Background: an optimization exercise with open tools, aiming at small area, a short achievable clock period and few clock cycles per item. Do not read the settings as production practice.
Function was checked by simulation only, so behaviour that the tests miss may differ from the original.
In every run shown here, the design's own scripts or RTL, not TritonCTS, make the clock network.
The clock port is modelled as an ideal driver, which makes a skipped or thinned clock tree look cheaper than it is; a real chip needs a root buffer or a tree.
Power and IR drop assume default switching activity.

## design/flow/config.mk

```make
export PLATFORM = sky130hd
export DESIGN_NAME = pool_buffer_top
export DESIGN_NICKNAME = pool_buffer_top
export VERILOG_FILES = /design/flow/design.v
export SDC_FILE = /design/flow/constraint.sdc
export NUM_CORES = 4
export LEC_CHECK = 0
export CAP_MARGIN = 20
export CORE_MARGIN = 2
export CORE_UTILIZATION = 60
export PLACE_DENSITY = 0.72
export SETUP_SLACK_MARGIN = 2.0
export SLEW_MARGIN = 20
```

## design/flow/constraint.sdc

```tcl
create_clock -name core_clock -period 4.0 [get_ports {clk}]
set_input_delay 0.8000 -clock core_clock [delete_from_list [all_inputs] [get_ports {clk}]]
set_output_delay 0.8000 -clock core_clock [all_outputs]
set_load 0.01 [all_outputs]
```

## design/flow/design.v

```verilog
`default_nettype none
package pool_buffer_pkg;
    typedef logic [32-1:0] pixel_t;
    typedef pixel_t [4-1:0] pixel_vec_t;
    typedef struct packed {
        pixel_vec_t top_left;
        pixel_vec_t top_right;
        pixel_vec_t bot_left;
        pixel_vec_t bot_right;
    } window_t;
    typedef struct packed {
        window_t                 window;
        logic [$clog2(((6 / 2) * (4 / 2)))-1:0] window_idx;
        logic                    last;
    } window_beat_t;
    typedef struct packed {
        logic [1:0]              bank_sel;
        logic [$clog2(((6 / 2) * (4 / 2)))-1:0] addr;
        pixel_vec_t              data;
    } bank_wr_t;
    typedef enum logic {
        ST_FILL,
        ST_DRAIN
    } buf_state_e;
endpackage
`default_nettype wire
`timescale 1ns/1ps
`default_nettype none
module pool_buffer_top (
    input  wire                           clk,
    input  wire                           rst_n,
    input  wire                           in_valid,
    input  wire pool_buffer_pkg::pixel_vec_t in_data,
    output logic                          in_ready,
    output logic                          out_valid,
    input  wire                           out_ready,
    output pool_buffer_pkg::window_beat_t out_beat
);
    localparam int DEPTH = 6 + 1;
    localparam logic [$clog2(((6 / 2) * (4 / 2)))-1:0] WIN_LAST = $clog2(((6 / 2) * (4 / 2)))'(((6 / 2) * (4 / 2)) - 1);
    logic [$clog2(((6 / 2) * (4 / 2)))-1:0]     win;
    logic                        r0;
    logic                        c0;
    logic                        br_q;
    logic                        last_q;
    logic                        accept;
    logic [$clog2(((6 / 2) * (4 / 2)))-1:0]     win_next;
    logic                        r0_next;
    logic                        c0_next;
    pool_buffer_pkg::pixel_vec_t hist [DEPTH];
    assign in_ready  = !br_q || out_ready;
    assign accept    = in_valid && in_ready;
    assign out_valid = in_valid && br_q;
    always_comb begin
        out_beat.window.top_left  = hist[0];
        out_beat.window.top_right = hist[1];
        out_beat.window.bot_left  = hist[DEPTH-1];
        out_beat.window.bot_right = in_data;
        out_beat.window_idx       = win;
        out_beat.last             = last_q;
    end
    always_ff @(posedge clk) begin
        if (accept) begin
            for (int k = 0; k < DEPTH - 1; k++) begin
                hist[k] <= hist[k+1];
            end
            hist[DEPTH-1] <= in_data;
        end
    end
    always_comb begin
        win_next = win;
        r0_next  = r0;
        c0_next  = !c0;
        if (c0) begin
            case (win)
                3'd0:    win_next = 3'd1;
                3'd1:    win_next = 3'd2;
                3'd2:    win_next = r0 ? 3'd3 : 3'd0;
                3'd3:    win_next = 3'd4;
                3'd4:    win_next = 3'd5;
                default: win_next = r0 ? 3'd0 : 3'd3;
            endcase
            if (win == 3'd2 || win == 3'd5) begin
                r0_next = !r0;
            end
        end
    end
    always_ff @(posedge clk or negedge rst_n) begin
        if (!rst_n) begin
            win    <= '0;
            r0     <= 1'b0;
            c0     <= 1'b0;
            br_q   <= 1'b0;
            last_q <= 1'b0;
        end else if (accept) begin
            win    <= win_next;
            r0     <= r0_next;
            c0     <= c0_next;
            br_q   <= r0_next && c0_next;
            last_q <= (win_next == WIN_LAST);
        end
    end
endmodule
`default_nettype wire
```

## design/flow/flow/run.sh

```bash
#!/bin/bash
set -euo pipefail
here=$(pwd)
bash standard.sh "BUFFER_PORTS_ARGS=-buffer_cell sky130_fd_sc_hd__buf_1" \
  "PRE_CTS_TCL=$here/flow/pre_cts.tcl" finish > flow_make.log 2>&1
```

## design/flow/flow/my_cts.tcl

```tcl
# Two-level clock tree built directly: the clock port drives a few root
# buffers, each root drives a group of leaf buffers, each leaf drives a
# compact cluster of flip-flop clock pins. Every sink sees the same number
# of buffer stages (root + leaf), so the tree is balanced by construction.
proc my_build_clock_tree { {leaf_size 28} {n_roots 4} } {
  set db [ord::get_db]
  set block [ord::get_db_block]
  set buf_master [$db findMaster sky130_fd_sc_hd__clkbuf_16]
  set clk_net [$block findNet clk]
  $clk_net setSigType CLOCK

  # sinks: every instance pin on the clock net
  set sinks {}
  foreach it [$clk_net getITerms] {
    set inst [$it getInst]
    set bb [$inst getBBox]
    set x [expr {([$bb xMin] + [$bb xMax]) / 2}]
    set y [expr {([$bb yMin] + [$bb yMax]) / 2}]
    lappend sinks [list $it $x $y]
  }
  set n [llength $sinks]
  set n_leaves [expr {int(ceil(double($n) / $leaf_size))}]
  # vertical strips, each cut along y into groups, so clusters stay compact
  set n_strips [expr {max(1, int(round(sqrt($n_leaves))))}]
  set sx [lsort -integer -index 1 $sinks]
  set per_strip [expr {int(ceil(double($n) / $n_strips))}]
  set leaves {}
  for {set s 0} {$s < $n_strips} {incr s} {
    set strip [lrange $sx [expr {$s * $per_strip}] [expr {($s + 1) * $per_strip - 1}]]
    if {[llength $strip] == 0} { continue }
    set sy [lsort -integer -index 2 $strip]
    set k [expr {int(ceil(double([llength $sy]) / $leaf_size))}]
    set per [expr {int(ceil(double([llength $sy]) / $k))}]
    for {set i 0} {$i < [llength $sy]} {incr i $per} {
      lappend leaves [lrange $sy $i [expr {$i + $per - 1}]]
    }
  }

  # leaf buffers at the centroid of their cluster
  set leaf_info {}
  set li 0
  foreach grp $leaves {
    set sxs 0; set sys 0
    foreach s $grp { incr sxs [lindex $s 1]; incr sys [lindex $s 2] }
    set cx [expr {$sxs / [llength $grp]}]
    set cy [expr {$sys / [llength $grp]}]
    set inst [odb::dbInst_create $block $buf_master "clkbuf_leaf_${li}_clk"]
    set net [odb::dbNet_create $block "clknet_leaf_${li}_clk"]
    $net setSigType CLOCK
    $inst setLocation $cx $cy
    $inst setPlacementStatus PLACED
    foreach s $grp {
      set it [lindex $s 0]
      $it disconnect
      $it connect $net
    }
    [$inst findITerm X] connect $net
    lappend leaf_info [list $inst $cx $cy]
    incr li
  }

  # root buffers, each feeding the leaves of one region
  set n_roots [expr {min($n_roots, [llength $leaf_info])}]
  set rx [expr {max(1, int(round(sqrt($n_roots))))}]
  set lx [lsort -integer -index 1 $leaf_info]
  set per_col [expr {int(ceil(double([llength $lx]) / $rx))}]
  set groups {}
  for {set c 0} {$c < $rx} {incr c} {
    set col [lrange $lx [expr {$c * $per_col}] [expr {($c + 1) * $per_col - 1}]]
    if {[llength $col] == 0} { continue }
    set ly [lsort -integer -index 2 $col]
    set k [expr {max(1, $n_roots / $rx)}]
    set per [expr {int(ceil(double([llength $ly]) / $k))}]
    for {set i 0} {$i < [llength $ly]} {incr i $per} {
      lappend groups [lrange $ly $i [expr {$i + $per - 1}]]
    }
  }
  set ri 0
  foreach grp $groups {
    set sxs 0; set sys 0
    foreach l $grp { incr sxs [lindex $l 1]; incr sys [lindex $l 2] }
    set cx [expr {$sxs / [llength $grp]}]
    set cy [expr {$sys / [llength $grp]}]
    set inst [odb::dbInst_create $block $buf_master "clkbuf_root_${ri}_clk"]
    set net [odb::dbNet_create $block "clknet_root_${ri}_clk"]
    $net setSigType CLOCK
    $inst setLocation $cx $cy
    $inst setPlacementStatus PLACED
    foreach l $grp { [[lindex $l 0] findITerm A] connect $net }
    [$inst findITerm X] connect $net
    [$inst findITerm A] connect $clk_net
    incr ri
  }
  puts "my_build_clock_tree: $n sinks, [llength $leaf_info] leaf buffers, $ri root buffers"
}

proc my_is_buffer { inst } {
  return [regexp {^sky130_fd_sc_hd__(buf|bufbuf|clkbuf)_[0-9]+$} [[$inst getMaster] getName]]
}

proc my_driver { net } {
  foreach it [$net getITerms] {
    if {[$it isOutputSignal]} { return $it }
  }
  return ""
}

proc my_sta_pin { it } {
  return [get_pins "[[$it getInst] getName]/[[$it getMTerm] getName]"]
}

proc my_center { inst } {
  set bb [$inst getBBox]
  return [list [expr {([$bb xMin] + [$bb xMax]) / 2}] [expr {([$bb yMin] + [$bb yMax]) / 2}]]
}

# Rebuilds the buffer tree that drives the flip-flop enable pins (DE) as two
# balanced levels of buffers, clustered like the clock tree leaves.
proc my_build_enable_tree { leaf_master root_master n_roots } {
  set block [ord::get_db_block]
  set dbu [$block getDefUnits]
  # DE pins and the buffers between them and the logic that drives them
  set bufs [dict create]
  set roots [dict create]
  foreach inst [$block getInsts] {
    set de [$inst findITerm DE]
    if {$de == "NULL" || $de == ""} { continue }
    set net [$de getNet]
    while {1} {
      set drv [my_driver $net]
      if {$drv == ""} { break }
      set dinst [$drv getInst]
      if {![my_is_buffer $dinst]} { break }
      dict set bufs [$dinst getName] $dinst
      set net [[$dinst findITerm A] getNet]
    }
    dict set roots [$net getName] $net
  }
  # move every load of those buffers' nets (other than the buffers
  # themselves) onto the root net, then delete the buffers
  set moved [dict create]
  dict for {bname binst} $bufs {
    set onet [[$binst findITerm X] getNet]
    set rnet [[$binst findITerm A] getNet]
    while {[dict exists $bufs [[[my_driver $rnet] getInst] getName]]} {
      set rnet [[[[my_driver $rnet] getInst] findITerm A] getNet]
    }
    foreach it [$onet getITerms] {
      if {[$it isOutputSignal]} { continue }
      if {[dict exists $bufs [[$it getInst] getName]]} { continue }
      dict set moved $it [$rnet getName]
    }
  }
  dict for {it rname} $moved {
    $it disconnect
    $it connect [$block findNet $rname]
  }
  dict for {bname binst} $bufs {
    set onet [[$binst findITerm X] getNet]
    odb::dbInst_destroy $binst
    if {[llength [$onet getITerms]] == 0 && [llength [$onet getBTerms]] == 0} {
      odb::dbNet_destroy $onet
    }
  }
  set names [dict keys $bufs]
  # group the DE pins by root net again, now that they hang on it directly
  set roots2 [dict create]
  foreach inst [$block getInsts] {
    set de [$inst findITerm DE]
    if {$de == "NULL" || $de == ""} { continue }
    dict lappend roots2 [[$de getNet] getName] $de
  }
  set roots $roots2
  set bi 0
  dict for {root_name des} $roots {
    # clusters: DE pins of flip-flops on the same clock leaf net
    set clusters [dict create]
    foreach de $des {
      set ck [[[$de getInst] findITerm CLK] getNet]
      dict lappend clusters [$ck getName] $de
    }
    set leaves {}
    dict for {ck grp} $clusters {
      set sx 0; set sy 0
      foreach de $grp {
        lassign [my_center [$de getInst]] x y
        incr sx $x; incr sy $y
      }
      set cx [expr {double($sx) / [llength $grp] / $dbu}]
      set cy [expr {double($sy) / [llength $grp] / $dbu}]
      set binst [insert_buffer -buffer_cell $leaf_master -net [get_nets $root_name] \
        -load_pins [lmap de $grp {my_sta_pin $de}] -location [list $cx $cy]]
      lappend leaves [list [get_full_name $binst] $cx $cy]
      incr bi
    }
    # root level: split the leaves into n_roots groups by position
    set lx [lsort -real -index 1 $leaves]
    set nr [expr {min($n_roots, [llength $leaves])}]
    set per [expr {int(ceil(double([llength $lx]) / $nr))}]
    for {set i 0} {$i < [llength $lx]} {incr i $per} {
      set grp [lsort -real -index 2 [lrange $lx $i [expr {$i + $per - 1}]]]
      set sx 0; set sy 0
      foreach l $grp { set sx [expr {$sx + [lindex $l 1]}]; set sy [expr {$sy + [lindex $l 2]}] }
      insert_buffer -buffer_cell $root_master -net [get_nets $root_name] \
        -load_pins [lmap l $grp {get_pins [lindex $l 0]/A}] \
        -location [list [expr {$sx / [llength $grp]}] [expr {$sy / [llength $grp]}]]
      incr bi
    }
  }
  # the gate driving each tree root now drives only a few root buffers; give
  # it a strong drive if it is a plain inverter or buffer
  set db [ord::get_db]
  dict for {root_name des} $roots {
    set drv [my_driver [$block findNet $root_name]]
    if {$drv == ""} { continue }
    set dinst [$drv getInst]
    set m [[$dinst getMaster] getName]
    if {[regexp {^sky130_fd_sc_hd__(clkinvlp|clkinv|inv)_[0-9]+$} $m]} {
      $dinst swapMaster [$db findMaster sky130_fd_sc_hd__inv_8]
    } elseif {[regexp {^sky130_fd_sc_hd__(buf|clkbuf)_[0-9]+$} $m]} {
      $dinst swapMaster [$db findMaster sky130_fd_sc_hd__buf_8]
    }
  }
  puts "my_build_enable_tree: removed [llength $names] buffers, [dict size $roots] root nets, $bi buffers inserted"
}
```

## design/flow/flow/pre_cts.tcl

```tcl
# Replaces TritonCTS with a directly built two-level clock tree, and rebuilds
# the buffer tree of the flip-flop enables as two balanced levels clustered
# like the clock leaves (my_cts.tcl). The rest of ORFS's CTS step
# (legalisation, setup and hold repair) runs as usual.
source [file join [file dirname [info script]] my_cts.tcl]
rename clock_tree_synthesis __orfs_clock_tree_synthesis
proc clock_tree_synthesis { args } {
  my_build_clock_tree 34 4
  set_propagated_clock [all_clocks]
  my_build_enable_tree sky130_fd_sc_hd__buf_6 sky130_fd_sc_hd__buf_16 4
}
```

## design/flow/standard.sh

```bash
#!/bin/bash
# synth_recipe.tcl (not shown) runs the flow's synth.tcl, then flattens the netlist and writes it again
# the make line also repeats each setting of config.mk as NAME=value (left out here)
make -C /OpenROAD-flow-scripts/flow DESIGN_CONFIG=/design/flow/config.mk WORK_HOME=/design/flow/orfs CLKGATE_MAP_FILE= SYNTH_SCRIPT=/design/flow/synth_recipe.tcl "${@:-finish}"
```

==> results of run 1 <==
[power groups by stage]
stage	clock network, mW	registers [mW]	logic, mW
after floorplan	0	13.7	0.690
after global placement	0	12.9	1.54
after detailed placement	0	12.9	1.58
after CTS	4.01	12.7	1.69
after global routing	4.30	12.8	1.81
final	3.90	12.7	1.67
[through the flow]
step	utilization (%)	instances	setup slack (ps)	hold WS, ps	power [mW]
floorplan	-	1062	-11030	400	14.4
global placement	65.9	2199	1380	401	14.4
detailed placement	65.9	2199	1320	405	14.5
CTS	68.3	2254	2000	302	18.4
global route	68.4	2256	1980	306	18.9
finish	68.4	2256	1990	308	18.3
[final timing paths]
kind	start	endpoint	slack, ps
min in group core_clock	hist[3][60]	hist[2][60]	410
worst max register to register	br_q	hist[1][121]	2390
max in group asynchronous	rst_n	win[0]	3430
worst max-delay path	in_valid	out_valid	1990
worst min register to register	hist[3][60]	hist[2][60]	410
worst min-delay path	rst_n	last_q	310
[routing by layer]
metal  vias up  wire (µm)
met1      5627      17200
met2       411      23200
met4         0       1360
li1       5190          -
met5         -          0
met3        72       2950
[what timing repair did]
action / 4_1_cts / 5_1_grt
gates cloned: 0 / 0
resized for setup: 4 / 4
endpoints found under the hold margin: 0 / 0
endpoints found under the setup margin: 1 / 2
pin swaps: 0 / 0
[cell usage in the layout, fill, tap and decap left out]
cell / n
sky130_fd_sc_hd__edfxtp_1: 896
sky130_fd_sc_hd__buf_1: 646
sky130_fd_sc_hd__clkbuf_16: 34
sky130_fd_sc_hd__buf_6: 32
sky130_fd_sc_hd__dfrtp_1: 7
sky130_fd_sc_hd__buf_16: 4
sky130_fd_sc_hd__o2111ai_1: 3
sky130_fd_sc_hd__xnor2_1: 3
sky130_fd_sc_hd__diode_2: 2
sky130_fd_sc_hd__nor2b_1: 2
sky130_fd_sc_hd__nand2b_1: 2
sky130_fd_sc_hd__a21oi_1: 2
sky130_fd_sc_hd__mux2_2: 2
sky130_fd_sc_hd__nor3b_1: 2
sky130_fd_sc_hd__nand2b_4: 1
sky130_fd_sc_hd__nand2_4: 1
sky130_fd_sc_hd__inv_8: 1
sky130_fd_sc_hd__and2_4: 1
sky130_fd_sc_hd__and3_4: 1
sky130_fd_sc_hd__a22o_1: 1
sky130_fd_sc_hd__a41oi_1: 1
sky130_fd_sc_hd__inv_1: 1
sky130_fd_sc_hd__o22a_1: 1
sky130_fd_sc_hd__a32o_1: 1
sky130_fd_sc_hd__and3b_1: 1
sky130_fd_sc_hd__buf_2: 1
[kinds of logic after synthesis]
kind of cell	count (synthesis)	synth area share, %
compound gates	9	0.257
xor+xnor	3	0.0929
buf+inv	134	3.56
flops	903	95.7
mux	2	0.0796
simple gates	11	0.270
[registers in the layout (all words and copies together), names as in the netlist, named ones only]
name,count
c0,1
last_q,1
br_q,1
hist,896
win,3
[critical path, delay by kind of cell]
family | cells | cell delay (ps)
simple gates | 1 | 150
buf+inv | 2 | 250
[cell type report]
cell class | instances | area share [%]
inverters | 2 | 0.0472
plain buffers | 34 | 2.67
flip-flops and latches | 903 | 85.1
diodes | 2 | 0.0157
repair buffers | 683 | 9.11
multi-input cells | 25 | 0.676
well taps | 607 | 2.39
==> results_dict.tcl, run 1 <==
set metrics [dict create \
    worst-path-max-fanout 7 \
    num-nets-final 1782 \
    numPortBuffers 649 \
    routed_wire_length_per_instance_um 19.8 \
    path_clk_slew_ps 90 \
    finalCriticalPeriod_ps 2010 \
    detail_route.first_pass.iterations 4 \
    final_worst_path_period_share_pct 50.3 \
    drv_slew 0 \
    clock_network_latency_to_the_later_pin_of_the_worst_skew_pair_ps 390 \
    worstPathArrival_ps 1210 \
    postPlaceCellArea_um2 30700 \
    worstRegToRegCells 5 \
    worst-setup-path-type "primary input to output port" \
    critPathLaunchType "primary input" \
    initial_antenna_violation_count 2 \
    warning_count_from_the_yosys_run 2 \
    synth.net_count 1194 \
    synth_top_area_cell "sky130_fd_sc_hd__edfxtp_1" \
    crit_path_end_kind "output port" \
    finalSetupViolations 0 \
    most_frequent_cells_after_synthesis "sky130_fd_sc_hd__edfxtp_1 (896), sky130_fd_sc_hd__buf_4 (130), sky130_fd_sc_hd__dfrtp_1 (7)" \
    cp_peak_stage_delay_ps 150 \
    fillCellCount 2807 \
    vdd_ir_drop_max_mv 0.497 \
    gr-total-overflow 0 \
    fin_skew_ps 30.0 \
    drt.antenna.violating_nets 0 \
    track_usage_pct 17.1 \
    netlist.area_leader.share_pct 95.1 \
    die_height_um 221 \
    worstHoldPathType "primary input to async pin" \
    dominantRegCellSynth "sky130_fd_sc_hd__edfxtp_1" \
    net-switching-power_mw 4.09 \
    report.final.hold_viol_count 0 \
    via_count 11300 \
    max-cap-violations 0 \
    drc 0 \
    area.sequential_um2 27100 \
    core_region_area_um2 46600 \
    layout-drive-gt1-share_pct 4.74 \
    required_ps 3200 \
    postCtsSetupBuffers 0 \
    tightest_slew_ps 374 \
    post_synth_main_area_contributors "sky130_fd_sc_hd__edfxtp_1 (95%), sky130_fd_sc_hd__buf_4 (3.5%), sky130_fd_sc_hd__dfrtp_1 (0.62%), sky130_fd_sc_hd__o2111ai_1 (0.093%), sky130_fd_sc_hd__xnor2_1 (0.093%)" \
    synth.yosys.seq_area_share_pct 95.7 \
    top_usage_layer_grt "met2" \
    share_seq_of_total_power_pct 69.5 \
    half_perimeter_wire_length_after_placement_mm 30.4 \
    groute.layer.met3.usage_pct 3.20 \
    power.switching_fraction_pct 22.4 \
    critical-path-slowest-cell "sky130_fd_sc_hd__and2_4" \
    globalRouteMet2Util_pct 29.7 \
    avgSynthCellArea_um2 26.6 \
    die_area_um2 48900 \
    totalNegativeSetupSlack_ps 0 \
    run_status "finished clean" \
    multi_input_area_um2 215 \
    floorplan.initialDensity_pct 60.8 \
    flow.area_growth_from_synthesis_pct 12.5 \
    mappedNetlistArea_um2 28300 \
    final_area_um2 31800 \
    clock.fmax_ghz 0.497 \
    wirelength_mm 44.7 \
    crit_path_cell_trace "buf_6 -> and2_4 -> buf_2" \
    per_cell_via_count_in_the_routed_design 5.01 \
    row_count 79 \
    drt_first_iter_violations 848 \
    first_pass_grt_wire_length_mm 64.1 \
    hold_buffers 0 \
    gp_congestion 0.827 \
    intPower_mw 14.2 \
    io_pins 650 \
    number_of_instances_in_the_synthesized_netlist 1062 \
    pwr_density_cell_nw_per_um2 574 \
    die_extent_in_x_um 221 \
    slew-limit-headroom_pct 75.1 \
    rsz0062_at_grt "no" \
    synth_seq_cells 903 \
    first_global_vias 10700 \
    post_synth_num_cell_types 20 \
    grt_start_max_net_pins 32 \
    pwr-share-comb_pct 9.2 \
    p_leak_nw 10.3 \
    met1_usage_in_global_routing_pct 22.6 \
    yosys.cell_count.top_type "sky130_fd_sc_hd__edfxtp_1" \
    clock_power_share_pct 21.3 \
    post_synth_edffs 896 \
    postSynth.asyncResetShare_pct 0.775 \
]
Testbench counts, summed over its fixed seeds: cycles 1,536, frames 64.
==> run 2: changes to the inputs <==
--- a/design/flow/flow/pre_cts.tcl
+++ b/design/flow/flow/pre_cts.tcl
@@ -5,7 +5,7 @@
 source [file join [file dirname [info script]] my_cts.tcl]
 rename clock_tree_synthesis __orfs_clock_tree_synthesis
 proc clock_tree_synthesis { args } {
-  my_build_clock_tree 34 4
+  my_build_clock_tree 30 4
   set_propagated_clock [all_clocks]
-  my_build_enable_tree sky130_fd_sc_hd__buf_6 sky130_fd_sc_hd__buf_16 4
+  my_build_enable_tree sky130_fd_sc_hd__buf_4 sky130_fd_sc_hd__buf_16 4
 }
--- a/design/flow/config.mk
+++ b/design/flow/config.mk
@@ -9,5 +9,5 @@
 export CORE_MARGIN = 2
 export CORE_UTILIZATION = 60
 export PLACE_DENSITY = 0.72
-export SETUP_SLACK_MARGIN = 2.0
+export SETUP_SLACK_MARGIN = 2.3
 export SLEW_MARGIN = 20
==> run 2 against run 1 <==
Still clean. Clock skew barely moved. Sequential share of layout area shrank 14 points. Synthesized area stayed put. Clock power up 12%. Combinational power up 93%. Critical path type unchanged. Highest routed layer unchanged.
==> results_dict.tcl, run 2 <==
set metrics [dict create \
    grt_start_max_net_pins 31 \
    post-place-ws_ps 1320 \
    most_frequent_cells_after_synthesis "sky130_fd_sc_hd__edfxtp_1 (896), sky130_fd_sc_hd__buf_4 (130), sky130_fd_sc_hd__dfrtp_1 (7)" \
    critical-path-slowest-cell "sky130_fd_sc_hd__nand2b_4" \
    floorplan.initialDensity_pct 60.8 \
    max_flop_register "hist" \
    avgSynthCellArea_um2 26.6 \
    per_cell_via_count_in_the_routed_design 5.31 \
    met3WireLength_mm 4.09 \
    die_height_um 221 \
    hold_buffers 0 \
    slew-limit-headroom_pct 68.0 \
    row_count 79 \
    worstPathArrival_ps 1170 \
    number_of_instances_in_the_synthesized_netlist 1062 \
    die_extent_in_x_um 221 \
    worstHoldPathType "primary input to async pin" \
    mappedNetlistArea_um2 28300 \
    drt_first_iter_violations 1243 \
    report.final.hold_viol_count 0 \
    warning_count_from_the_yosys_run 2 \
    routed_wire_length_per_instance_um 25.6 \
    fin_skew_ps 29.6 \
    synth_seq_cells 903 \
    required_ps 3200 \
    setup_ws_ps 2030 \
    clock.fmax_ghz 0.506 \
    run_status "finished clean" \
    io_pins 650 \
    half_perimeter_wire_length_after_placement_mm 29.8 \
    vdd_ir_drop_max_mv 0.692 \
    critical-path-top-delay-family "buffers and inverters" \
    first_pass_grt_wire_length_mm 75.4 \
    flow.area_growth_from_synthesis_pct 34.5 \
    drt.antenna.violating_nets 0 \
    path_buf_inv 2 \
    yosys.cell_count.top_type "sky130_fd_sc_hd__edfxtp_1" \
    synth.net_count 1194 \
    dominantRegCellSynth "sky130_fd_sc_hd__edfxtp_1" \
    numPortBuffers 649 \
    first_global_vias 12600 \
    worst-setup-path-type "primary input to output port" \
    post_synth_edffs 896 \
    die_area_um2 48900 \
    report.power.total_mw 20.4 \
    tightest_slew_ps 480 \
    path_clk_slew_ps 100 \
    post_synth_num_cell_types 20 \
    num-nets-final 2171 \
    max-cap-violations 0 \
    final_worst_path_period_share_pct 49.4 \
    post_synth_main_area_contributors "sky130_fd_sc_hd__edfxtp_1 (95%), sky130_fd_sc_hd__buf_4 (3.5%), sky130_fd_sc_hd__dfrtp_1 (0.62%), sky130_fd_sc_hd__o2111ai_1 (0.093%), sky130_fd_sc_hd__xnor2_1 (0.093%)" \
    track_usage_pct 20.2 \
    gr-total-overflow 0 \
    via_count 14000 \
    postPlaceCellArea_um2 30700 \
    routedLengthMet1_mm 22.9 \
    final_cell_mix "sky130_fd_sc_hd__edfxtp_1 (896), sky130_fd_sc_hd__buf_4 (331), sky130_fd_sc_hd__clkbuf_2 (307), sky130_fd_sc_hd__buf_6 (191), sky130_fd_sc_hd__buf_1 (69)" \
    postSynth.asyncResetShare_pct 0.775 \
    cp_peak_stage_delay_ps 160 \
    rsz0062_at_grt "yes" \
    pwr_density_cell_nw_per_um2 535 \
    netlist.area_leader.share_pct 95.1 \
    finalCriticalPeriod_ps 1970 \
    totalNegativeSetupSlack_ps 0 \
    wirelength_mm 67.8 \
    layout-drive-gt1-share_pct 51.4 \
    antennaDiodeCount 0 \
    met2_wirelength_mm 38.1 \
    crit_path_cell_trace "buf_1 -> nand2b_4 -> buf_6" \
    place_inst 2201 \
    largest_register_ffs 896 \
    fillCellCount 1954 \
    drv_slew 0 \
    maxUsedRoutingLayer "met4" \
    gp_congestion 0.839 \
    layout_commonest_cell "sky130_fd_sc_hd__edfxtp_1" \
    clock_network_latency_to_the_later_pin_of_the_worst_skew_pair_ps 410 \
    final_area_um2 38000 \
    reg_top3 "hist (896), win (3)" \
    worst-path-max-fanout 2 \
    detail_route.first_pass.iterations 5 \
    synth_top_area_cell "sky130_fd_sc_hd__edfxtp_1" \
    p_leak_nw 14.7 \
    crit_path_end_kind "output port" \
    critPathLaunchType "primary input" \
    initial_antenna_violation_count 0 \
    instances_no_fill 2642 \
    synth.yosys.seq_area_share_pct 95.7 \
    finalSetupViolations 0 \
    drc 0 \
    core_region_area_um2 46600 \
]
-- run 2: power by group --
part	internal (mW)	total, mW	leakage, nW	switching, mW
clock	1.76	4.35	0.481	2.59
sequential	12.2	12.8	8.77	0.624
combinational	1.58	3.22	5.48	1.64
total	15.5	20.4	14.7	4.85
-- run 2: metal layers --
metal / vias up / global-route usage (%)
li1: 5979 / -
met1: 7152 / 24.6
met2: 753 / 37.1
met3: 142 / 3.19
met4: 0 / 6.73
met5: - / 0
-- run 2: cells by family (layout without fill, tap and decap cells) --
group,Yosys count,count (layout),share of synthesized area [%]
and+or+nand+nor,11,11,0.270
AOI/OAI and AO/OA,9,9,0.257
muxes,2,2,0.0796
buffers and inverters,134,1107,3.56
DFF,903,903,95.7
xor gates and xnor gates,3,3,0.0929
-- run 2: cell type report --
cell class              instances  area [µm²]  share of cell area, %
plain buffers                  39         976                   2.57
inverters                       2        33.8                 0.0888
multi-input cells              25         224                  0.589
flip-flops and latches        903       27100                   71.2
well taps                     607         759                   2.00
repair buffers               1066        8970                   23.6
-- run 2: final timing paths --
kind                                  from          end  slack [ps]  depth (start not counted)
worst max-delay path             out_ready     in_ready        2030                          3
worst min-delay path                 rst_n           c0         320                          1
worst max register to register        br_q  hist[0][19]        2260                          8
worst min register to register  hist[4][4]   hist[3][4]         400                          0
max in group asynchronous            rst_n       win[1]        3300                          1
min in group core_clock         hist[4][4]   hist[3][4]         400                          0
-- run 2: repair_timing --
action / in CTS / in global routing
setup buffers: 201 / 140
setup endpoints to repair: 1379 / 1042
gates resized for setup: 461 / 601
cloned: 1 / 36
-- run 2: worst register-to-register path, stage by stage, from the launching register on --
cell and delay (ps):
sky130_fd_sc_hd__dfrtp_1 450, sky130_fd_sc_hd__nand2b_4 110, sky130_fd_sc_hd__buf_4 110, sky130_fd_sc_hd__buf_6 110, sky130_fd_sc_hd__nand2_8 90, sky130_fd_sc_hd__clkinv_16 100
sky130_fd_sc_hd__buf_16 180, sky130_fd_sc_hd__buf_12 170, sky130_fd_sc_hd__clkbuf_16 170
-- run 2: stage by stage --
stage	util, %	hold WS, ps
floorplan	-	400
global placement	65.9	400
detailed placement	65.9	405
CTS	74.7	307
global route	81.7	341
finish	81.7	322
==> run 3: changes to the inputs <==
--- a/design/flow/config.mk
+++ b/design/flow/config.mk
@@ -9,5 +9,5 @@
 export CORE_MARGIN = 2
 export CORE_UTILIZATION = 60
 export PLACE_DENSITY = 0.72
-export SETUP_SLACK_MARGIN = 2.3
+export SETUP_SLACK_MARGIN = 2.0
 export SLEW_MARGIN = 20
==> run 3 against run 2 <==
Sequential share of layout area rose by 14 points. Maximum frequency fell by 0.73%. Still clean. Routed wire length fell by 34%. Clock skew barely moved. Register-to-register slack improved by 80 ps. Worst hold slack got worse by 24 ps. Global-route usage fell by 2.9 points. Die area did not move. First-iteration DRC count fell by 30%. Critical path depth did not move. Critical path type unchanged. Synthesized area did not move.
==> results_dict.tcl, run 3 <==
set metrics [dict create \
    dominantRegCellSynth "sky130_fd_sc_hd__edfxtp_1" \
    initial_antenna_violation_count 2 \
    half_perimeter_wire_length_after_placement_mm 30.4 \
    intPower_mw 14.4 \
    share_seq_of_total_power_pct 68.7 \
    report.power.total_mw 18.5 \
    cts_resized 4 \
    netlist.area_leader.share_pct 95.1 \
    report.final.hold_viol_count 0 \
    io_pins 650 \
    finalCriticalPeriod_ps 1990 \
    required_ps 3200 \
    power.switching_fraction_pct 22.3 \
    run_status "finished clean" \
    most_frequent_cells_after_synthesis "sky130_fd_sc_hd__edfxtp_1 (896), sky130_fd_sc_hd__buf_4 (130), sky130_fd_sc_hd__dfrtp_1 (7)" \
    die_height_um 221 \
    worstPathArrival_ps 1190 \
    track_usage_pct 17.3 \
    reg_top3 "hist (896), win (3)" \
    clock.fmax_ghz 0.503 \
    post-place-ws_ps 1320 \
    synth.net_count 1194 \
    routed_wire_length_per_instance_um 19.8 \
    drv_slew 0 \
    max-cap-violations 0 \
    worstHoldPathType "primary input to async pin" \
    number_of_instances_in_the_synthesized_netlist 1062 \
    floorplan.initialDensity_pct 60.8 \
    clock_power_share_pct 22.4 \
    worst-path-max-fanout 7 \
    post_synth_main_area_contributors "sky130_fd_sc_hd__edfxtp_1 (95%), sky130_fd_sc_hd__buf_4 (3.5%), sky130_fd_sc_hd__dfrtp_1 (0.62%), sky130_fd_sc_hd__o2111ai_1 (0.093%), sky130_fd_sc_hd__xnor2_1 (0.093%)" \
    drt.antenna.violating_nets 0 \
    rsz0062_at_grt "no" \
    warning_count_from_the_yosys_run 2 \
    first_pass_grt_wire_length_mm 64.9 \
    gr-total-overflow 0 \
    holdWs_ps 298 \
    synth_seq_cells 903 \
    p_leak_nw 10.3 \
    pwr_density_cell_nw_per_um2 580 \
    max_flop_register "hist" \
    via_count 11400 \
    wirelength_mm 44.9 \
    crit_path_end_kind "output port" \
    slew-limit-headroom_pct 73.5 \
    net-switching-power_mw 4.13 \
    gp_congestion 0.827 \
    postSynth.asyncResetShare_pct 0.775 \
    drt_first_iter_violations 868 \
    post_synth_edffs 896 \
    detail_route.first_pass.iterations 7 \
    avgSynthCellArea_um2 26.6 \
    flow.area_growth_from_synthesis_pct 12.7 \
    drc 0 \
    final_worst_path_period_share_pct 49.7 \
    critPathLaunchType "primary input" \
    largest_register_ffs 896 \
    fin_skew_ps 29.2 \
    grt_start_max_net_pins 31 \
    fin_util_pct 68.5 \
    mappedNetlistArea_um2 28300 \
    num-nets-final 1792 \
    die_extent_in_x_um 221 \
    setup_ws_ps 2010 \
    first_global_vias 10900 \
    layout_commonest_cell "sky130_fd_sc_hd__edfxtp_1" \
    vdd_ir_drop_max_mv 0.645 \
    post_synth_num_cell_types 20 \
    hold_buffers 0 \
    tightest_slew_ps 399 \
    postCtsSetupBuffers 0 \
    synth_top_area_cell "sky130_fd_sc_hd__edfxtp_1" \
    path_clk_slew_ps 80 \
    per_cell_via_count_in_the_routed_design 5.03 \
    row_count 79 \
    core_region_area_um2 46600 \
    layout-drive-gt1-share_pct 5.31 \
    numPortBuffers 649 \
    pwr-share-comb_pct 8.9 \
    finalSetupViolations 0 \
    final_cell_mix "sky130_fd_sc_hd__edfxtp_1 (896), sky130_fd_sc_hd__buf_1 (646), sky130_fd_sc_hd__clkbuf_16 (39), sky130_fd_sc_hd__buf_4 (35), sky130_fd_sc_hd__dfrtp_1 (7)" \
    die_area_um2 48900 \
    synth.yosys.seq_area_share_pct 95.7 \
    clock_network_latency_to_the_later_pin_of_the_worst_skew_pair_ps 390 \
    totalNegativeSetupSlack_ps 0 \
    worst-setup-path-type "primary input to output port" \
    yosys.cell_count.top_type "sky130_fd_sc_hd__edfxtp_1" \
]
-- run 3: cell families after synthesis --
family	after synthesis	share of synthesized area, %
compound gates	9	0.257
xor+xnor	3	0.0929
buf+inv	134	3.56
flops	903	95.7
mux	2	0.0796
simple gates	11	0.270
-- run 3: metal layers --
layer	wire length [µm]	track usage (%)
met5	0	0
met4	1410	5.11
met3	2590	2.85
met2	23700	30.3
met1	17300	22.7
-- run 3: area by class of cell --
cell class              instances  area [µm²]
flip-flops and latches        903       27100
fillers                      2823       14700
repair buffers                688        2830
plain buffers                  39         976
well taps                     607         759
multi-input cells              25         215
inverters                       2        15.0
diodes                          2        5.00
-- run 3: worst paths after layout --
| path | cells past startpoint | slack (ps) | from | endpoint |
|---|---|---|---|---|
| min | 1 | 300 | rst_n | br_q |
| min reg2reg | 0 | 400 | hist[4][89] | hist[3][89] |
| min in group core_clock | 0 | 400 | hist[4][89] | hist[3][89] |
| max reg2reg | 5 | 2340 | br_q | hist[0][8] |
| max in group asynchronous | 1 | 3430 | rst_n | c0 |
| max | 3 | 2010 | in_valid | out_valid |
-- run 3: metrics by stage --
stage	cells	area, µm²
4_1_cts	2264	31900
6_report	2266	31900
3_5_place_dp	2199	30700
5_1_grt	2266	31900
2_1_floorplan	1062	28300
3_3_place_gp	2199	30700
-- run 3: power by group through the flow --
| stage | Sequential [mW] | Clock, mW | Combinational [mW] |
|---|---|---|---|
| finish | 12.7 | 4.15 | 1.64 |
| floorplan | 13.7 | 0 | 0.690 |
| global route | 12.8 | 4.56 | 1.78 |
| detailed placement | 12.9 | 0 | 1.58 |
| global placement | 12.9 | 0 | 1.54 |
| CTS | 12.7 | 4.26 | 1.66 |
-- run 3: worst max-delay path, stage by stage --
cell,delay (ps)
sky130_fd_sc_hd__buf_6,110
sky130_fd_sc_hd__and2_4,140
sky130_fd_sc_hd__buf_2,130
==> run 4: changes to the inputs <==
--- a/design/flow/config.mk
+++ b/design/flow/config.mk
@@ -7,7 +7,7 @@
 export LEC_CHECK = 0
 export CAP_MARGIN = 20
 export CORE_MARGIN = 2
-export CORE_UTILIZATION = 60
-export PLACE_DENSITY = 0.72
-export SETUP_SLACK_MARGIN = 2.0
+export CORE_UTILIZATION = 70
+export PLACE_DENSITY = 0.8
+export SETUP_SLACK_MARGIN = 2.15
 export SLEW_MARGIN = 20
==> run 4 against run 3 <==
Synthesized cell count is the same. Largest power group unchanged. Clock skew grew 12 ps. Utilization grew 14 points. Still clean on timing, DRC and antenna. Critical path type unchanged. Register-to-register slack lost 100 ps. Global-route usage grew 8.8 points.
==> results_dict.tcl, run 4 <==
set metrics [dict create \
    num-nets-final 1837 \
    row_count 73 \
    critical-path-slowest-cell "sky130_fd_sc_hd__and2_4" \
    synth_xor_xnor_area_share_pct 0.0929 \
    synth.net_count 1194 \
    largest_register_ffs 896 \
    yosys.area_share.simple_pct 0.270 \
    mux_share_of_post_synthesis_cell_area_pct 0.0796 \
    first_global_vias 11900 \
    synth_top_area_cell "sky130_fd_sc_hd__edfxtp_1" \
    synth_seq_cells 903 \
    yosys.area_share.adder_pct 0 \
    die_height_um 205 \
    netlist.area_leader.share_pct 95.1 \
    worstHoldPathType "primary input to async pin" \
    crit_path_cell_trace "buf_8 -> and2_4 -> buf_6" \
    post_synth_edffs 896 \
    drc 0 \
    grt_start_max_net_pins 31 \
    first_pass_grt_wire_length_mm 78.1 \
    drv_slew 0 \
    clock_network_latency_to_the_later_pin_of_the_worst_skew_pair_ps 390 \
    floorplan.initialDensity_pct 71.0 \
    clock.fmax_ghz 0.512 \
    io_pins 650 \
    post_synth_num_cell_types 20 \
    tightest_slew_ps 429 \
    synth_top_family_by_area "buffers and inverters" \
    hold_buffers 0 \
    crit_path_end_kind "output port" \
    avgSynthCellArea_um2 26.6 \
    wirelength_mm 59.5 \
    fin_skew_ps 41.0 \
    max_flop_register "hist" \
    pwr_density_cell_nw_per_um2 578 \
    postSynth.asyncResetShare_pct 0.775 \
    via_count 12500 \
    yosys.cell_count.top_type "sky130_fd_sc_hd__edfxtp_1" \
    number_of_instances_in_the_synthesized_netlist 1062 \
    max-cap-violations 0 \
    critPathLaunchType "primary input" \
    detail_route.first_pass.iterations 5 \
    cp_peak_stage_delay_ps 150 \
    core_region_area_um2 39800 \
    drt.antenna.violating_nets 0 \
    path_clk_slew_ps 100 \
    die_area_um2 42000 \
    final_cell_mix "sky130_fd_sc_hd__edfxtp_1 (896), sky130_fd_sc_hd__buf_1 (382), sky130_fd_sc_hd__buf_2 (113), sky130_fd_sc_hd__buf_6 (89), sky130_fd_sc_hd__clkbuf_2 (86)" \
    layout-drive-gt1-share_pct 23.4 \
    gr-total-overflow 0 \
    routed_wire_length_per_instance_um 26.7 \
    worst-path-max-fanout 2 \
    fraction_of_the_mapped_netlist_area_in_compound_gates_pct 0.257 \
    most_frequent_cells_after_synthesis "sky130_fd_sc_hd__edfxtp_1 (896), sky130_fd_sc_hd__buf_4 (130), sky130_fd_sc_hd__dfrtp_1 (7)" \
    finalSetupViolations 0 \
    mappedNetlistArea_um2 28300 \
    layout_commonest_cell "sky130_fd_sc_hd__edfxtp_1" \
    dominantRegCellSynth "sky130_fd_sc_hd__edfxtp_1" \
    worstPathArrival_ps 1150 \
    finalCriticalPeriod_ps 1950 \
    post_synth_main_area_contributors "sky130_fd_sc_hd__edfxtp_1 (95%), sky130_fd_sc_hd__buf_4 (3.5%), sky130_fd_sc_hd__dfrtp_1 (0.62%), sky130_fd_sc_hd__o2111ai_1 (0.093%), sky130_fd_sc_hd__xnor2_1 (0.093%)" \
    slew-limit-headroom_pct 71.4 \
    initial_antenna_violation_count 1 \
    required_ps 3200 \
    per_cell_via_count_in_the_routed_design 5.61 \
    report.final.hold_viol_count 0 \
    gp_congestion 0.864 \
    worst-setup-path-type "primary input to output port" \
    synth.yosys.seq_area_share_pct 95.7 \
    drt_first_iter_violations 1086 \
    fin_util_pct 82.7 \
    final_worst_path_period_share_pct 48.9 \
    vdd_ir_drop_max_mv 0.515 \
    warning_count_from_the_yosys_run 2 \
    totalNegativeSetupSlack_ps 0 \
    flow.area_growth_from_synthesis_pct 16.4 \
    track_usage_pct 26.1 \
    p_leak_nw 11.5 \
    reg_top3 "hist (896), win (3)" \
    run_status "finished clean" \
    rsz0062_at_grt "yes" \
    numPortBuffers 649 \
    half_perimeter_wire_length_after_placement_mm 36.8 \
    die_extent_in_x_um 205 \
]
## run 4: path summary, 6_finish.rpt
check | startpoint | to | slack [ps] | cells past startpoint
max | in_valid | out_valid | 2050 | 3
min | rst_n | async pin | 300 | 1
max reg2reg | br_q | hist[3][61] | 2240 | 6
min reg2reg | hist[3][57] | hist[2][57] | 390 | 0
max in group asynchronous | rst_n | win[0] | 3380 | 1
min in group core_clock | hist[3][57] | hist[2][57] | 390 | 0
## run 4: logic make-up (layout without fill, tap and decap cells)
family / Yosys count / count (layout)
buffers and inverters: 134 / 772
xor gates and xnor gates: 3 / 3
AOI/OAI and AO/OA: 9 / 9
muxes: 2 / 2
other: 0 / 1
DFF: 903 / 903
and+or+nand+nor: 11 / 11
## run 4: power breakdown
part / total (mW) / internal [mW] / switching, mW
logic: 1.97 / 0.621 / 1.35
registers: 12.8 / 12.2 / 0.633
clock network: 4.24 / 1.76 / 2.49
## run 4: layout make-up
| cell class | instances | area [µm²] |
|---|---|---|
| sequential | 903 | 27100 |
| fill | 1676 | 6900 |
| timing repair buffer | 731 | 3980 |
| buffer | 39 | 976 |
| tap | 525 | 657 |
| multi-input combinational | 25 | 215 |
| inverter | 2 | 15.0 |
| antenna | 1 | 2.50 |
## run 4: repair_timing
item	in CTS	in global routing
pin swaps	1	1
setup endpoints to repair	141	766
gates resized for setup	237	163
cloned	0	0
buffers inserted	22	21
## run 4: layer usage
layer	track usage (%)	vias to the layer above	share of wire [%]
li1	-	5299	-
met1	31.2	6224	33
met2	48.8	805	55
met3	4.61	149	8.2
met4	7.43	0	4.5
met5	0	-	0
## run 4: worst max-delay path, delay by kind of cell
family	cells	cell delay [ps]
simple gates	1	150
buf+inv	2	200
## run 4: metrics by stage
step	total power, mW	hold slack, ps	setup WS (ps)	instances	instance area (µm²)
5_1_grt	19.6	310	2040	2225	32900
2_1_floorplan	14.4	400	-11030	1062	28300
3_3_place_gp	14.5	400	1540	2136	30800
4_1_cts	18.9	312	2060	2204	32400
6_report	19.0	297	2050	2226	32900
3_5_place_dp	14.7	405	1490	2136	30800
==> run 5: changes to the inputs <==
--- a/design/flow/flow/my_cts.tcl
+++ b/design/flow/flow/my_cts.tcl
@@ -2,10 +2,11 @@
 # buffers, each root drives a group of leaf buffers, each leaf drives a
 # compact cluster of flip-flop clock pins. Every sink sees the same number
 # of buffer stages (root + leaf), so the tree is balanced by construction.
-proc my_build_clock_tree { {leaf_size 28} {n_roots 4} } {
+proc my_build_clock_tree { {leaf_size 28} {n_roots 4} {leaf_cell sky130_fd_sc_hd__clkbuf_16} } {
   set db [ord::get_db]
   set block [ord::get_db_block]
   set buf_master [$db findMaster sky130_fd_sc_hd__clkbuf_16]
+  set leaf_master [$db findMaster $leaf_cell]
   set clk_net [$block findNet clk]
   $clk_net setSigType CLOCK
 
@@ -44,7 +45,7 @@
     foreach s $grp { incr sxs [lindex $s 1]; incr sys [lindex $s 2] }
     set cx [expr {$sxs / [llength $grp]}]
     set cy [expr {$sys / [llength $grp]}]
-    set inst [odb::dbInst_create $block $buf_master "clkbuf_leaf_${li}_clk"]
+    set inst [odb::dbInst_create $block $leaf_master "clkbuf_leaf_${li}_clk"]
     set net [odb::dbNet_create $block "clknet_leaf_${li}_clk"]
     $net setSigType CLOCK
     $inst setLocation $cx $cy
--- a/design/flow/flow/pre_cts.tcl
+++ b/design/flow/flow/pre_cts.tcl
@@ -5,7 +5,7 @@
 source [file join [file dirname [info script]] my_cts.tcl]
 rename clock_tree_synthesis __orfs_clock_tree_synthesis
 proc clock_tree_synthesis { args } {
-  my_build_clock_tree 30 4
+  my_build_clock_tree 32 4
   set_propagated_clock [all_clocks]
   my_build_enable_tree sky130_fd_sc_hd__buf_4 sky130_fd_sc_hd__buf_16 4
 }
--- a/design/flow/config.mk
+++ b/design/flow/config.mk
@@ -7,7 +7,7 @@
 export LEC_CHECK = 0
 export CAP_MARGIN = 20
 export CORE_MARGIN = 2
-export CORE_UTILIZATION = 70
-export PLACE_DENSITY = 0.8
-export SETUP_SLACK_MARGIN = 2.15
+export CORE_UTILIZATION = 60
+export PLACE_DENSITY = 0.72
+export SETUP_SLACK_MARGIN = 2.0
 export SLEW_MARGIN = 20
==> run 5 against run 4 <==
Critical path depth unchanged. Synthesized cell count stayed put. Sequential share of layout area grew 3.1 points.
==> results_dict.tcl, run 5 <==
set metrics [dict create \
    run_status "finished clean" \
    worst-path-max-fanout 7 \
    rsz0062_at_grt "no" \
    io_pins 650 \
    core_region_area_um2 46600 \
    worstRegToRegCells 5 \
    max-cap-violations 0 \
    max_flop_register "hist" \
    layout_commonest_cell "sky130_fd_sc_hd__edfxtp_1" \
    avgSynthCellArea_um2 26.6 \
    warning_count_from_the_yosys_run 2 \
    yosys.cell_count.top_type "sky130_fd_sc_hd__edfxtp_1" \
    netlist.area_leader.share_pct 95.1 \
    num-nets-final 1782 \
    layout-drive-gt1-share_pct 4.74 \
    reg_top3 "hist (896), win (3)" \
    drv_slew 0 \
    hold_buffers 0 \
    die_extent_in_x_um 221 \
    number_of_instances_in_the_synthesized_netlist 1062 \
    path_clk_slew_ps 100 \
    cp_peak_stage_delay_ps 150 \
    wirelength_mm 44.5 \
    fin_skew_ps 30.2 \
    grt_start_max_net_pins 32 \
    maxUsedRoutingLayer "met4" \
    p_leak_nw 10.3 \
    drc 0 \
    first_pass_grt_wire_length_mm 64.2 \
    post_synth_num_cell_types 20 \
    slew-limit-headroom_pct 74.0 \
    per_cell_via_count_in_the_routed_design 5.00 \
    critical-path-slowest-cell "sky130_fd_sc_hd__and2_4" \
    critPathLaunchType "primary input" \
    tightest_slew_ps 390 \
    half_perimeter_wire_length_after_placement_mm 30.4 \
    clock.fmax_ghz 0.497 \
    met3WireLength_mm 2.78 \
    path_buf_inv 2 \
    first_global_vias 10700 \
    worstPathArrival_ps 1210 \
    setup_ws_ps 1990 \
    largest_register_ffs 896 \
    gr-total-overflow 0 \
    post_synth_main_area_contributors "sky130_fd_sc_hd__edfxtp_1 (95%), sky130_fd_sc_hd__buf_4 (3.5%), sky130_fd_sc_hd__dfrtp_1 (0.62%), sky130_fd_sc_hd__o2111ai_1 (0.093%), sky130_fd_sc_hd__xnor2_1 (0.093%)" \
    critical-path-top-delay-family "buffers and inverters" \
    worstHoldPathType "primary input to async pin" \
    post-place-ws_ps 1320 \
    post_synth_edffs 896 \
    numPortBuffers 649 \
    synth.yosys.seq_area_share_pct 95.7 \
    gp_congestion 0.827 \
    report.power.total_mw 18.2 \
    drt_first_iter_violations 935 \
    mappedNetlistArea_um2 28300 \
    floorplan.initialDensity_pct 60.8 \
    final_worst_path_period_share_pct 50.3 \
    crit_path_end_kind "output port" \
    die_height_um 221 \
    clock_network_latency_to_the_later_pin_of_the_worst_skew_pair_ps 390 \
    routed_wire_length_per_instance_um 19.7 \
    drt.antenna.violating_nets 0 \
    vdd_ir_drop_max_mv 0.495 \
    synth_seq_cells 903 \
    synth_top_area_cell "sky130_fd_sc_hd__edfxtp_1" \
    synth.net_count 1194 \
    via_count 11300 \
    routedLengthMet1_mm 17.3 \
    most_frequent_cells_after_synthesis "sky130_fd_sc_hd__edfxtp_1 (896), sky130_fd_sc_hd__buf_4 (130), sky130_fd_sc_hd__dfrtp_1 (7)" \
    worst-setup-path-type "primary input to output port" \
    required_ps 3200 \
    detail_route.first_pass.iterations 5 \
    flow.area_growth_from_synthesis_pct 12.1 \
    dominantRegCellSynth "sky130_fd_sc_hd__edfxtp_1" \
    met2_wirelength_mm 23.2 \
    final_cell_mix "sky130_fd_sc_hd__edfxtp_1 (896), sky130_fd_sc_hd__buf_1 (646), sky130_fd_sc_hd__clkbuf_16 (34), sky130_fd_sc_hd__buf_4 (30), sky130_fd_sc_hd__dfrtp_1 (7)" \
    report.final.hold_viol_count 0 \
    crit_path_cell_trace "buf_6 -> and2_4 -> buf_2" \
    pwr_density_cell_nw_per_um2 574 \
    holdWs_ps 307 \
    path_depth 3 \
    finalSetupViolations 0 \
    finalCriticalPeriod_ps 2010 \
    postSynth.asyncResetShare_pct 0.775 \
    row_count 79 \
    die_area_um2 48900 \
    initial_antenna_violation_count 2 \
    track_usage_pct 17.2 \
    cts_resized 4 \
    postCtsSetupBuffers 0 \
]
==> run 5: cell types whose count changed in the layout (fill, tap and decap cells not counted), sizes merged <==
cell    change
buf        +38
clkbuf     -91
diode       +1
==> run 5: worst paths after layout <==
check                            startpoint           to  slack [ps]
worst max-delay path               in_valid    out_valid        1990
worst min-delay path                  rst_n       last_q         310
worst max register to register         br_q  hist[4][56]        2310
worst min register to register  hist[5][29]  hist[4][29]         410
max in group asynchronous             rst_n       win[0]        3430
min in group core_clock         hist[5][29]  hist[4][29]         410
==> run 5: logic make-up after synthesis <==
logic type	after synthesis	synth area share, %
flip-flops	903	95.7
multiplexers	2	0.0796
XOR/XNOR	3	0.0929
buffers and inverters	134	3.56
AND/OR/NAND/NOR	11	0.270
AO/OA/AOI/OAI	9	0.257
==> run 5: routing by layer <==
metal	vias to the layer above	global-route usage, %
met1	5619	22.8
li1	5183	-
met2	415	29.7
met3	74	3.19
met5	-	0
met4	0	4.61
==> run 5: cell type report <==
cell class                 instances  area (µm²)
fill                            2827       14800
timing repair buffer             683        2790
multi-input combinational         25         215
inverter                           2        15.0
sequential                       903       27100
antenna                            2        5.00
buffer                            34         851
tap                              607         759
==> run 5: power breakdown <==
| part | switching (mW) | internal [mW] | leakage [nW] | total [mW] |
|---|---|---|---|---|
| Combinational | 1.20 | 0.430 | 1.06 | 1.63 |
| Sequential | 0.530 | 12.2 | 8.77 | 12.7 |
| Clock | 2.34 | 1.54 | 0.419 | 3.89 |
| Total | 4.07 | 14.1 | 10.3 | 18.2 |
==> run 5: worst reg2reg max path: stages (launching register included) <==
cell,delay (ps)
sky130_fd_sc_hd__dfrtp_1,440
sky130_fd_sc_hd__nand2b_4,140
sky130_fd_sc_hd__nand2_4,100
sky130_fd_sc_hd__inv_8,140
sky130_fd_sc_hd__buf_16,170
sky130_fd_sc_hd__buf_4,370
==> run 5: stage by stage <==
stage	TNS, ps	utilization (%)	cell area [µm²]	std cells
2_1_floorplan	-9880570	-	28300	1062
3_3_place_gp	0	65.9	30700	2199
3_5_place_dp	0	65.9	30700	2199
4_1_cts	0	68.1	31700	2254
5_1_grt	0	68.1	31700	2256
6_report	0	68.1	31700	2256
==> run 6: changes to the inputs <==
--- a/design/flow/flow/pre_cts.tcl
+++ b/design/flow/flow/pre_cts.tcl
@@ -5,7 +5,7 @@
 source [file join [file dirname [info script]] my_cts.tcl]
 rename clock_tree_synthesis __orfs_clock_tree_synthesis
 proc clock_tree_synthesis { args } {
-  my_build_clock_tree 32 4
+  my_build_clock_tree 30 4 sky130_fd_sc_hd__buf_12
   set_propagated_clock [all_clocks]
   my_build_enable_tree sky130_fd_sc_hd__buf_4 sky130_fd_sc_hd__buf_16 4
 }
==> run 6 against run 5 <==
Power up 0.60%. Sequential power about the same. Critical path type unchanged. Clock skew is 4.9 ps lower. Register-to-register slack better by 30 ps. Final area barely moved. Die area is the same.
==> results_dict.tcl, run 6 <==
set metrics [dict create \
    synth.yosys.seq_area_share_pct 95.7 \
    largest_register_ffs 896 \
    path_clk_slew_ps 80 \
    dominantRegCellSynth "sky130_fd_sc_hd__edfxtp_1" \
    multi_input_area_um2 215 \
    first_pass_grt_wire_length_mm 64.9 \
    first_global_vias 10900 \
    postPlaceCellArea_um2 30700 \
    die_extent_in_x_um 221 \
    final_area_um2 31700 \
    die_area_um2 48900 \
    report.power.total_mw 18.3 \
    critPathLaunchType "primary input" \
    final_worst_path_period_share_pct 49.7 \
    regToRegSetupSlack_ps 2340 \
    max-cap-violations 0 \
    fin_skew_ps 25.3 \
    post_synth_edffs 896 \
    path_buf_inv 2 \
    warning_count_from_the_yosys_run 2 \
    fillCellCount 2856 \
    layout_commonest_cell "sky130_fd_sc_hd__edfxtp_1" \
    critical-path-slowest-cell "sky130_fd_sc_hd__and2_4" \
    yosys.cell_count.top_type "sky130_fd_sc_hd__edfxtp_1" \
    clock_network_latency_to_the_later_pin_of_the_worst_skew_pair_ps 370 \
    required_ps 3200 \
    per_cell_via_count_in_the_routed_design 5.04 \
    post-place-ws_ps 1320 \
    vdd_ir_drop_max_mv 0.617 \
    rsz0062_at_grt "no" \
    track_usage_pct 17.3 \
    most_frequent_cells_after_synthesis "sky130_fd_sc_hd__edfxtp_1 (896), sky130_fd_sc_hd__buf_4 (130), sky130_fd_sc_hd__dfrtp_1 (7)" \
    timing.rr.start "br_q" \
    worstHoldPathType "primary input to async pin" \
    initial_antenna_violation_count 2 \
    worstRegToRegCells 5 \
    cp_peak_stage_delay_ps 150 \
    pwr_density_cell_nw_per_um2 578 \
    wirelength_mm 44.8 \
    grt_start_max_net_pins 31 \
    gr-total-overflow 0 \
    worst-path-max-fanout 7 \
    post_synth_main_area_contributors "sky130_fd_sc_hd__edfxtp_1 (95%), sky130_fd_sc_hd__buf_4 (3.5%), sky130_fd_sc_hd__dfrtp_1 (0.62%), sky130_fd_sc_hd__o2111ai_1 (0.093%), sky130_fd_sc_hd__xnor2_1 (0.093%)" \
    die_height_um 221 \
    area.sequential_um2 27100 \
    synth_top_area_cell "sky130_fd_sc_hd__edfxtp_1" \
    slew-limit-headroom_pct 74.7 \
    crit_path_cell_trace "buf_6 -> and2_4 -> buf_2" \
    max_flop_register "hist" \
    worst-setup-path-type "primary input to output port" \
    synth_seq_cells 903 \
    finalSetupViolations 0 \
    netlist.area_leader.share_pct 95.1 \
    critical-path-top-delay-family "buffers and inverters" \
    holdWs_ps 317 \
    worstPathArrival_ps 1190 \
    drc 0 \
    crit_path_end_kind "output port" \
    mappedNetlistArea_um2 28300 \
    report.final.hold_viol_count 0 \
    avgSynthCellArea_um2 26.6 \
    drv_slew 0 \
    detail_route.first_pass.iterations 5 \
    reg2reg_to "hist[0][8]" \
    layout-drive-gt1-share_pct 5.31 \
    drt.antenna.violating_nets 0 \
    flow.area_growth_from_synthesis_pct 12.1 \
    row_count 79 \
    via_count 11400 \
    number_of_instances_in_the_synthesized_netlist 1062 \
    drt_first_iter_violations 790 \
    postSynth.asyncResetShare_pct 0.775 \
    post_synth_num_cell_types 20 \
    tightest_slew_ps 381 \
    setup_ws_ps 2010 \
    final_cell_mix "sky130_fd_sc_hd__edfxtp_1 (896), sky130_fd_sc_hd__buf_1 (646), sky130_fd_sc_hd__buf_4 (35), sky130_fd_sc_hd__buf_12 (35), sky130_fd_sc_hd__dfrtp_1 (7)" \
    clock.fmax_ghz 0.503 \
    gp_congestion 0.827 \
    floorplan.initialDensity_pct 60.8 \
    crit_start "in_valid" \
    postCtsSetupBuffers 0 \
    p_leak_nw 10.2 \
    numPortBuffers 649 \
    run_status "finished clean" \
    finalCriticalPeriod_ps 1990 \
    routed_wire_length_per_instance_um 19.8 \
    io_pins 650 \
    hold_buffers 0 \
    synth.net_count 1194 \
    core_region_area_um2 46600 \
    reg_top3 "hist (896), win (3)" \
    num-nets-final 1792 \
    half_perimeter_wire_length_after_placement_mm 30.4 \
]
## run 6: worst max path at each step
stage	end	slack (ps)	cells after the start
6_report	out_valid	2010	3
5_1_grt	in_ready	1990	3
4_1_cts	in_ready	2000	3
3_5_place_dp	hist[4][46]	1320	5
3_3_place_gp	hist[0][110]	1380	5
2_1_floorplan	hist[0][0]	-11030	4
## run 6: report_power, final
| part | internal (mW) | leakage, nW | switching, mW | total (mW) |
|---|---|---|---|---|
| Sequential | 12.2 | 8.77 | 0.535 | 12.7 |
| Clock | 1.55 | 0.378 | 2.42 | 3.97 |
| Combinational | 0.441 | 1.08 | 1.20 | 1.64 |
## run 6: logic make-up after synthesis
| logic type | share of synthesized area, % |
|---|---|
| muxes | 0.0796 |
| and+or+nand+nor | 0.270 |
| buffers and inverters | 3.56 |
| AOI/OAI and AO/OA | 0.257 |
| DFF | 95.7 |
| xor gates and xnor gates | 0.0929 |
## run 6: area by class of cell
| type | count | share of cell area (%) |
|---|---|---|
| flip-flops and latches | 903 | 85.4 |
| repair buffers | 688 | 8.91 |
| plain buffers | 39 | 2.53 |
| well taps | 607 | 2.40 |
| multi-input cells | 25 | 0.679 |
| inverters | 2 | 0.0474 |
| diodes | 2 | 0.0158 |
## run 6: through the flow
step / setup TNS, ps / util [%] / std cells
after floorplan: -9880570 / - / 1062
after detailed placement: 0 / 65.9 / 2199
after global routing: 0 / 68.1 / 2266
after CTS: 0 / 68.1 / 2264
final: 0 / 68.1 / 2266
after global placement: 0 / 65.9 / 2199
## run 6: routing by layer
metal	global-route usage, %	part of all wire [%]
met1	22.9	38
met2	30.1	53
met3	2.76	5.6
met4	5.37	3.4
met5	0	0
## run 6: worst register-to-register path: cells and delay by family, from the launching register on
family                 cells  cell delay [ps]
buffers and inverters      3              660
DFF                        1              430
and+or+nand+nor            2              250
## run 6: timing repair
| item | CTS | global route |
|---|---|---|
| endpoints found under the setup margin | 1 | 2 |
| gates resized for setup | 4 | 4 |
| pin swaps | 0 | 0 |
| endpoints found under the hold margin | 0 | 0 |
==> run 7: changes to the inputs <==
--- a/design/flow/config.mk
+++ b/design/flow/config.mk
@@ -7,7 +7,7 @@
 export LEC_CHECK = 0
 export CAP_MARGIN = 20
 export CORE_MARGIN = 2
-export CORE_UTILIZATION = 60
-export PLACE_DENSITY = 0.72
+export CORE_UTILIZATION = 70
+export PLACE_DENSITY = 0.8
 export SETUP_SLACK_MARGIN = 2.0
 export SLEW_MARGIN = 20
==> run 7 against run 6 <==
Still clean. Setup slack improved by 3.2 ps. Synthesized area did not move. Synthesized cell count did not move. Global-route usage rose by 6.5 points. Worst hold slack improved by 10 ps. Critical path type unchanged. Largest cell class unchanged.
==> results_dict.tcl, run 7 <==
set metrics [dict create \
    run_status "finished clean" \
    initial_antenna_violation_count 4 \
    power.switching_fraction_pct 23.2 \
    max_flop_register "hist" \
    p_leak_nw 10.2 \
    intPower_mw 14.2 \
    largest_register_ffs 896 \
    slew-limit-headroom_pct 71.5 \
    required_ps 3200 \
    layout_commonest_cell "sky130_fd_sc_hd__edfxtp_1" \
    tightest_slew_ps 428 \
    clock.fmax_ghz 0.503 \
    clock_power_share_pct 21.6 \
    totalNegativeSetupSlack_ps 0 \
    yosys.cell_count.top_type "sky130_fd_sc_hd__edfxtp_1" \
    critPathLaunchType "primary input" \
    die_extent_in_x_um 205 \
    critical-path-slowest-cell "sky130_fd_sc_hd__and2_1" \
    most_frequent_cells_after_synthesis "sky130_fd_sc_hd__edfxtp_1 (896), sky130_fd_sc_hd__buf_4 (130), sky130_fd_sc_hd__dfrtp_1 (7)" \
    report.power.total_mw 18.5 \
    synth_seq_cells 903 \
    final_worst_path_period_share_pct 49.7 \
    track_usage_pct 23.8 \
    finalCriticalPeriod_ps 1990 \
    worstHoldPathType "primary input to async pin" \
    gp_congestion 0.864 \
    crit_path_cell_trace "buf_6 -> and2_1 -> buf_2" \
    half_perimeter_wire_length_after_placement_mm 36.8 \
    num-nets-final 1795 \
    routed_wire_length_per_instance_um 23.9 \
    max-cap-violations 0 \
    hold_buffers 0 \
    layout-drive-gt1-share_pct 5.43 \
    dominantRegCellSynth "sky130_fd_sc_hd__edfxtp_1" \
    path_clk_slew_ps 90 \
    final_cell_mix "sky130_fd_sc_hd__edfxtp_1 (896), sky130_fd_sc_hd__buf_1 (644), sky130_fd_sc_hd__buf_4 (37), sky130_fd_sc_hd__buf_12 (35), sky130_fd_sc_hd__dfrtp_1 (7)" \
    die_height_um 205 \
    detail_route.first_pass.iterations 6 \
    critical-path-top-delay-family "buffers and inverters" \
    synth.yosys.seq_area_share_pct 95.7 \
    share_seq_of_total_power_pct 69.3 \
    number_of_instances_in_the_synthesized_netlist 1062 \
    post_synth_main_area_contributors "sky130_fd_sc_hd__edfxtp_1 (95%), sky130_fd_sc_hd__buf_4 (3.5%), sky130_fd_sc_hd__dfrtp_1 (0.62%), sky130_fd_sc_hd__o2111ai_1 (0.093%), sky130_fd_sc_hd__xnor2_1 (0.093%)" \
    clock_network_latency_to_the_later_pin_of_the_worst_skew_pair_ps 370 \
    floorplan.initialDensity_pct 71.0 \
    report.final.hold_viol_count 0 \
    first_pass_grt_wire_length_mm 71.8 \
    cp_peak_stage_delay_ps 140 \
    io_pins 650 \
    mappedNetlistArea_um2 28300 \
    fin_skew_ps 29.7 \
    numPortBuffers 649 \
    drt.antenna.violating_nets 0 \
    worst-path-max-fanout 7 \
    drv_slew 0 \
    core_region_area_um2 39800 \
    grt_start_max_net_pins 31 \
    postSynth.asyncResetShare_pct 0.775 \
    row_count 73 \
    avgSynthCellArea_um2 26.6 \
    timing.rr.start "br_q" \
    drc 0 \
    warning_count_from_the_yosys_run 2 \
    drt_first_iter_violations 1031 \
    gr-total-overflow 0 \
    net-switching-power_mw 4.28 \
    via_count 11800 \
    post_synth_edffs 896 \
    vdd_ir_drop_max_mv 0.434 \
    flow.area_growth_from_synthesis_pct 11.7 \
    wirelength_mm 52.2 \
    reg_top3 "hist (896), win (3)" \
    synth.net_count 1194 \
    crit_start "in_valid" \
    synth_top_area_cell "sky130_fd_sc_hd__edfxtp_1" \
    worst-setup-path-type "primary input to output port" \
    worstPathArrival_ps 1190 \
    crit_path_end_kind "output port" \
    per_cell_via_count_in_the_routed_design 5.42 \
    netlist.area_leader.share_pct 95.1 \
    pwr_density_cell_nw_per_um2 584 \
    die_area_um2 42000 \
    rsz0062_at_grt "no" \
    finalSetupViolations 0 \
    first_global_vias 11300 \
    fin_util_pct 79.4 \
    path_buf_inv 2 \
    post_synth_num_cell_types 20 \
    pwr-share-comb_pct 9.2 \
]
==> run 7: power by group through the flow <==
stage,sequential [mW],combinational (mW),clock [mW]
after floorplan,13.7,0.690,0
after CTS,12.8,1.69,4.07
after global routing,12.9,1.83,4.33
after detailed placement,13.0,1.70,0
after global placement,12.9,1.62,0
final,12.8,1.69,3.98
==> run 7: stage by stage <==
step	hold WS [ps]	std cells	cell area [µm²]	setup WS, ps
3_3_place_gp	400	2136	30800	1540
5_1_grt	341	2184	31600	2010
6_report	328	2185	31600	2010
2_1_floorplan	400	1062	28300	-11030
3_5_place_dp	405	2136	30800	1490
4_1_cts	329	2182	31600	1950
==> run 7: what timing repair did <==
action,in CTS,in global routing
cloned,0,0
buffers inserted,0,1
resized for setup,3,8
setup endpoints to repair,3,3
==> run 7: final timing paths <==
check | endpoint | slack (ps) | cells past startpoint
setup / recovery | out_valid | 2010 | 3
hold / removal | async pin | 330 | 1
setup reg to reg | hist[0][79] | 2360 | 5
hold reg to reg | hist[2][8] | 400 | 0
max in group asynchronous | c0 | 3380 | 1
min in group core_clock | hist[2][8] | 400 | 0
==> run 7: cell type report <==
type / count / area, µm²
Fill cell: 1861 / 8220
Antenna cell: 2 / 5.00
Sequential cell: 903 / 27100
Tap cell: 525 / 657
Buffer: 39 / 801
Inverter: 2 / 15.0
Multi-Input combinational cell: 25 / 213
Timing Repair Buffer: 689 / 2830
==> run 7: cell families after synthesis <==
family / after synthesis / synth area share (%)
flops: 903 / 95.7
buf+inv: 134 / 3.56
simple gates: 11 / 0.270
compound gates: 9 / 0.257
xor+xnor: 3 / 0.0929
mux: 2 / 0.0796
==> run 7: routing by layer <==
layer	track usage [%]	share of wire, %	vias up
met5	0	0.025	-
met4	6.12	3.1	2
met3	3.83	7.1	100
met2	44.3	55	608
met1	29.4	35	5927
li1	-	-	5203

[port drivers added, routing unchanged]
In the flow no input, the clock included, has a driving cell. The finished layouts below were timed again as built, in two steps.
Step 1 assumes that a clkbuf_16 drives the clock port and a buf_2 every other input.
Step 2 times the ports against the registers' clock, not the clock port: input delays grow and output delays shrink by t, the midpoint of the rising clock arrivals with the driver on.
a / b / c = no drivers / after step 1 / after step 2; a / b = the first two.
| run | t (ns) | setup WS [ns] | latest minus earliest clock arrival (ns) | worst register clock-pin slew, ns |
|---|---|---|---|---|
| run 1 | 0.488 | 1.989 / 1.956 / 1.897 | 0.040 / 0.039 | 0.11 / 0.11 |
| run 2 | 0.504 | 2.025 / 1.978 / 1.700 | 0.043 / 0.044 | 0.11 / 0.11 |
| run 3 | 0.487 | 2.011 / 1.958 / 1.849 | 0.041 / 0.042 | 0.10 / 0.10 |
| run 4 | 0.492 | 2.046 / 1.984 / 1.767 | 0.052 / 0.051 | 0.10 / 0.10 |
| run 5 | 0.487 | 1.989 / 1.956 / 1.816 | 0.041 / 0.040 | 0.11 / 0.11 |
| run 6 | 0.471 | 2.011 / 1.957 / 1.850 | 0.039 / 0.039 | 0.10 / 0.10 |
| run 7 | 0.470 | 2.014 / 1.934 / 1.881 | 0.040 / 0.041 | 0.11 / 0.11 |
After both steps every run listed still meets setup and hold. For run 2, which loses most, drivers alone change the setup slack by -0.047 ns; drivers and shift together by -0.325 ns.
